Source: an optimization exercise on an open RTL-to-GDS flow (aim: small area). Production flows keep margins and buffers that such runs may drop.
In this exercise RTL edits were held to simulation tests only and were not proved equivalent to the original.
The flow treats the clock pin as an ideal source, which a real chip does not have.
Power and IR drop assume default switching activity.

v49:
==> flow/design.v (excerpt) <==
module bus_message_endpoint #(
  parameter logic [31:0] NODE_ID  = 32'd5,
  parameter int          TX_DEPTH = 4,
  parameter int          RX_DEPTH = 4
) (
  input  logic        clk,
  input  logic        rst_n,
  input  logic        flush,
  input  logic        core_val_i,
  output logic        core_ack_o,
  input  logic [31:0] core_dst_i,
  input  logic [31:0] core_tag_i,
  input  logic [63:0] core_msg_i,
  output logic        core_val_o,
  input  logic        core_rdy_i,
  output logic [31:0] core_src_o,
  output logic [31:0] core_tag_o,
  output logic [63:0] core_msg_o,
  output logic        net_tx_val_o,
  input  logic        net_tx_rdy_i,
  output logic [31:0] net_tx_dst_o,
  output logic [31:0] net_tx_src_o,
  output logic [31:0] net_tx_tag_o,
  output logic [63:0] net_tx_msg_o,
  input  logic        net_rx_val_i,
  output logic        net_rx_rdy_o,
  input  logic [31:0] net_rx_dst_i,
  input  logic [31:0] net_rx_src_i,
  input  logic [31:0] net_rx_tag_i,
  input  logic [63:0] net_rx_msg_i,
  output logic [15:0] drop_count_o
);
export LEC_CHECK = 0
export CAP_MARGIN = 10
export CORE_MARGIN = 2
export CORE_UTILIZATION = 65
export PLACE_DENSITY = 0.75
export SLEW_MARGIN = 10
export SYNTH_HIERARCHICAL = 1
create_clock -name core_clock -period 8.0 [get_ports {clk}]
standard.sh (not shown) runs the stock make flow with config.mk's settings and CLKGATE_MAP_FILE= SYNTH_SCRIPT=/design/flow/synth_recipe.tcl, a recipe that flattens the netlist after the stock synthesis.
==> flow/flow/run.sh <==
#!/bin/bash
# Standard layout (the standard.sh, standard synthesis unchanged), built with:
#  - the smallest buffer cell as the port buffers;
#  - a clock tree of clkbuf_4 cells over clusters of up to 10 flip-flops (55 um across), with no
#    dummy loads;
#  - an area recovery step after clock tree synthesis (flow/post_cts.tcl).
set -euo pipefail
here=$(pwd)
bash standard.sh \
  "BUFFER_PORTS_ARGS=-buffer_cell sky130_fd_sc_hd__buf_1" \
  "CTS_ARGS=-sink_clustering_enable -repair_clock_nets -dont_use_dummy_load -buf_list sky130_fd_sc_hd__clkbuf_4 -sink_clustering_size 10 -sink_clustering_max_diameter 55" \
  "POST_CTS_TCL=$here/flow/post_cts.tcl" \
  finish > "$here/standard.log" 2>&1
==> flow/flow/post_cts.tcl <==
# Area recovery after clock tree synthesis: downsize cells off the critical
# paths (any footprint), then legalize again.
estimate_parasitics -placement
repair_timing -recover_power 100 -verbose
detailed_placement
check_placement -verbose
estimate_parasitics -placement
report_worst_slack -max
report_worst_slack -min
The final layout from v49, which completed every stage, passed the timing, DRC and antenna checks at the end of the flow.
Modified inputs, v11 compared to v49
# v49
export LEC_CHECK = 0
export CAP_MARGIN = 10
export CORE_MARGIN = 2
export CORE_UTILIZATION = 65
export PLACE_DENSITY = 0.75
export SLEW_MARGIN = 10
export SYNTH_HIERARCHICAL = 1
create_clock -name core_clock -period 8.0 [get_ports {clk}]
# v11
export LEC_CHECK = 0
export CAP_MARGIN = 10
export CORE_MARGIN = 2
export CORE_UTILIZATION = 75
export PLACE_DENSITY = 0.85
export SLEW_MARGIN = 10
export SYNTH_HIERARCHICAL = 1
create_clock -name core_clock -period 8.0 [get_ports {clk}]
==> flow/flow/run.sh <==
#!/bin/bash
# Standard layout (the standard.sh, standard synthesis unchanged), built with:
#  - the smallest buffer cell as the port buffers;
#  - a clock tree of clkbuf_4 cells over clusters of up to 9 flip-flops (50 um across), with no
#    dummy loads;
#  - an area recovery step after clock tree synthesis (flow/post_cts.tcl).
set -euo pipefail
here=$(pwd)
bash standard.sh \
  "BUFFER_PORTS_ARGS=-buffer_cell sky130_fd_sc_hd__buf_1" \
  "CTS_ARGS=-sink_clustering_enable -repair_clock_nets -dont_use_dummy_load -buf_list sky130_fd_sc_hd__clkbuf_4 -sink_clustering_size 9 -sink_clustering_max_diameter 50" \
  "POST_CTS_TCL=$here/flow/post_cts.tcl" \
  finish > "$here/standard.log" 2>&1
Findings:
- Every stage of the flow completed for v11, and the final layout passed the timing, DRC and antenna checks.
- | combined flip-flop and latch cell area | v11 vs v49 | ≈ equal |
- Compared with v49, number of design-rule violations left by the first detailed-router iteration in v11 increased by more than 10%.
- Between v49 and v11, the sequential power figures differ only marginally.
- Looking at v11 and v49, the area of all placed cells without fillers is a wash.
Input changes introduced in v52 (baseline for comparison: v11):
# v11
export LEC_CHECK = 0
export CAP_MARGIN = 10
export CORE_MARGIN = 2
export CORE_UTILIZATION = 75
export PLACE_DENSITY = 0.85
export SLEW_MARGIN = 10
export SYNTH_HIERARCHICAL = 1
create_clock -name core_clock -period 8.0 [get_ports {clk}]
# v52
export LEC_CHECK = 0
export CAP_MARGIN = 5
export CORE_MARGIN = 2
export CORE_UTILIZATION = 75
export PLACE_DENSITY = 0.85
export SLEW_MARGIN = 5
export SYNTH_HIERARCHICAL = 1
create_clock -name core_clock -period 8.0 [get_ports {clk}]
==> flow/flow/run.sh <==
#!/bin/bash
# Standard layout (the standard.sh, standard synthesis unchanged), built with:
#  - the smallest buffer cell as the port buffers;
#  - a clock tree of clkbuf_4 cells over clusters of up to 10 flip-flops (50 um across), with no
#    dummy loads;
#  - an area recovery step after clock tree synthesis (flow/post_cts.tcl).
set -euo pipefail
here=$(pwd)
bash standard.sh \
  "BUFFER_PORTS_ARGS=-buffer_cell sky130_fd_sc_hd__buf_1" \
  "CTS_ARGS=-sink_clustering_enable -repair_clock_nets -dont_use_dummy_load -buf_list sky130_fd_sc_hd__clkbuf_4 -sink_clustering_size 10 -sink_clustering_max_diameter 50" \
  "POST_CTS_TCL=$here/flow/post_cts.tcl" \
  finish > "$here/standard.log" 2>&1
Run comparison: v52 cell with the largest stage delay on the worst path nor4b_1; v11 cell with the largest stage delay on the worst path a2111oi_1
Compared v11 against v52; cell area within noise.
Going from v11 to v52, setup slack -0.16 ns; detailed-route wire length -about 0.7%; clock power -about 8%.
Going from v11 to v52, switching portion of total power fell 0.20 points; final cell count now smaller; area overhead of the layout relative to synthesis saw a decrease.
Between v52 and v11, the total of fill cells in the finished design does not differ in any meaningful way.
Looking at part of the total power dissipated in the clock network, v52 sits below v11.
Hold slack across v11 and v52: no real change.
Compare v11 and v52 | leakage power summed over all cells lower: v52


bus_message_endpoint again, from the RTL that the note above started with.
export LEC_CHECK = 0
export CAP_MARGIN = 10
export CORE_MARGIN = 2
export CORE_UTILIZATION = 65
export PLACE_DENSITY = 0.75
export SLEW_MARGIN = 10
export SYNTH_HIERARCHICAL = 1
create_clock -name core_clock -period 8.0 [get_ports {clk}]
==> flow/flow/run.sh <==
#!/bin/bash
# Standard layout (the standard.sh, standard synthesis unchanged), built with:
#  - the smallest buffer cell as the port buffers;
#  - a clock tree of clkbuf_4 cells over clusters of up to 10 flip-flops (50 um across), with no
#    dummy loads;
#  - an area recovery step after clock tree synthesis (flow/post_cts.tcl).
set -euo pipefail
here=$(pwd)
bash standard.sh \
  "BUFFER_PORTS_ARGS=-buffer_cell sky130_fd_sc_hd__buf_1" \
  "CTS_ARGS=-sink_clustering_enable -repair_clock_nets -dont_use_dummy_load -buf_list sky130_fd_sc_hd__clkbuf_4 -sink_clustering_size 10 -sink_clustering_max_diameter 50" \
  "POST_CTS_TCL=$here/flow/post_cts.tcl" \
  finish > "$here/standard.log" 2>&1
Scripts as last shown in full above: flow/flow/post_cts.tcl
The starting point completed without violations.
==> next run, changes <==
==> flow/flow/run.sh (replaced) <==
#!/bin/bash
# Standard layout (the standard.sh, standard synthesis unchanged), built with:
#  - the smallest buffer cell as the port buffers;
#  - a clock tree of clkbuf_4 cells over clusters of up to 9 flip-flops (50 um across), with no
#    dummy loads;
#  - an area recovery step after clock tree synthesis (flow/post_cts.tcl).
set -euo pipefail
here=$(pwd)
bash standard.sh \
  "BUFFER_PORTS_ARGS=-buffer_cell sky130_fd_sc_hd__buf_1" \
  "CTS_ARGS=-sink_clustering_enable -repair_clock_nets -dont_use_dummy_load -buf_list sky130_fd_sc_hd__clkbuf_4 -sink_clustering_size 9 -sink_clustering_max_diameter 50" \
  "POST_CTS_TCL=$here/flow/post_cts.tcl" \
  finish > "$here/standard.log" 2>&1
Settings changed: CAP_MARGIN 10 to 5, CORE_UTILIZATION 65 to 75, PLACE_DENSITY 0.75 to 0.85, SLEW_MARGIN 10 to 5.
The new run produced a clean layout.
Sequential cell count does not change.
Non-clock buffer count went down by 3.
Sequential power stays flat.
Via count is higher by 1.8%.
Routed wire length falls by 1.8%.
Power rises by 1.5%.
==> next run, changes <==
Settings changed: CAP_MARGIN 5 to 20, CORE_UTILIZATION 75 to 65, PLACE_DENSITY 0.85 to 0.75, SLEW_MARGIN 5 to 20.
Effect: Core utilization fell by 10 points. Maximum frequency went up by 2.1%. Design area goes up by 0.73%. Worst setup slack improves by 0.11 ns. Die area rises by 15%. Total power hardly moves. Wire length goes up by 2.6%. Non-clock buffer count goes up by 6.

what the ideal ports hide:
In the flow no input, the clock included, has a driving cell. The finished layouts below were timed again as built, in two steps.
Step 1: set_driving_cell puts a clkbuf_16 on clk and a buf_2 on each other input, an assumption about the parent block.
Step 2 times the ports against the registers' clock, not the clock port: input delays grow and output delays shrink by t, the midpoint of the rising clock arrivals with the driver on.
Three values: no drivers, after step 1, after step 2; two values: the first two.
| run | t, ns | slack for setup (ns) | hold WS [ns] | clock arrival spread, ns | worst slew at a driven data input, ns |
|---|---|---|---|---|---|
| v49 | 0.973 | 2.400 / 2.372 / 1.902 | 0.441 / 0.441 / 0.441 | 0.092 / 0.092 | 0.11 |
| v11 | 1.067 | 2.532 / 2.505 / 1.529 | 0.482 / 0.482 / 0.482 | 0.065 / 0.064 | 0.11 |
| v52 | 0.966 | 2.375 / 2.411 / 1.445 | 0.479 / 0.479 / 0.479 | 0.057 / 0.056 | 0.11 |
| the first run of note 2 | 0.980 | 2.345 / 2.316 / 1.772 | 0.434 / 0.434 / 0.434 | 0.101 / 0.102 | 0.11 |
| the second run of note 2 | 1.066 | 2.440 / 2.478 / 1.412 | 0.478 / 0.478 / 0.478 | 0.061 / 0.061 | 0.12 |
| the third run of note 2 | 1.080 | 2.553 / 2.527 / 1.781 | 0.479 / 0.479 / 0.479 | 0.072 / 0.072 | 0.11 |
After both steps every run listed still meets setup and hold. The setup slack of the second run of note 2, which loses most, moves by +0.038 ns with the drivers and by -1.028 ns with both steps.
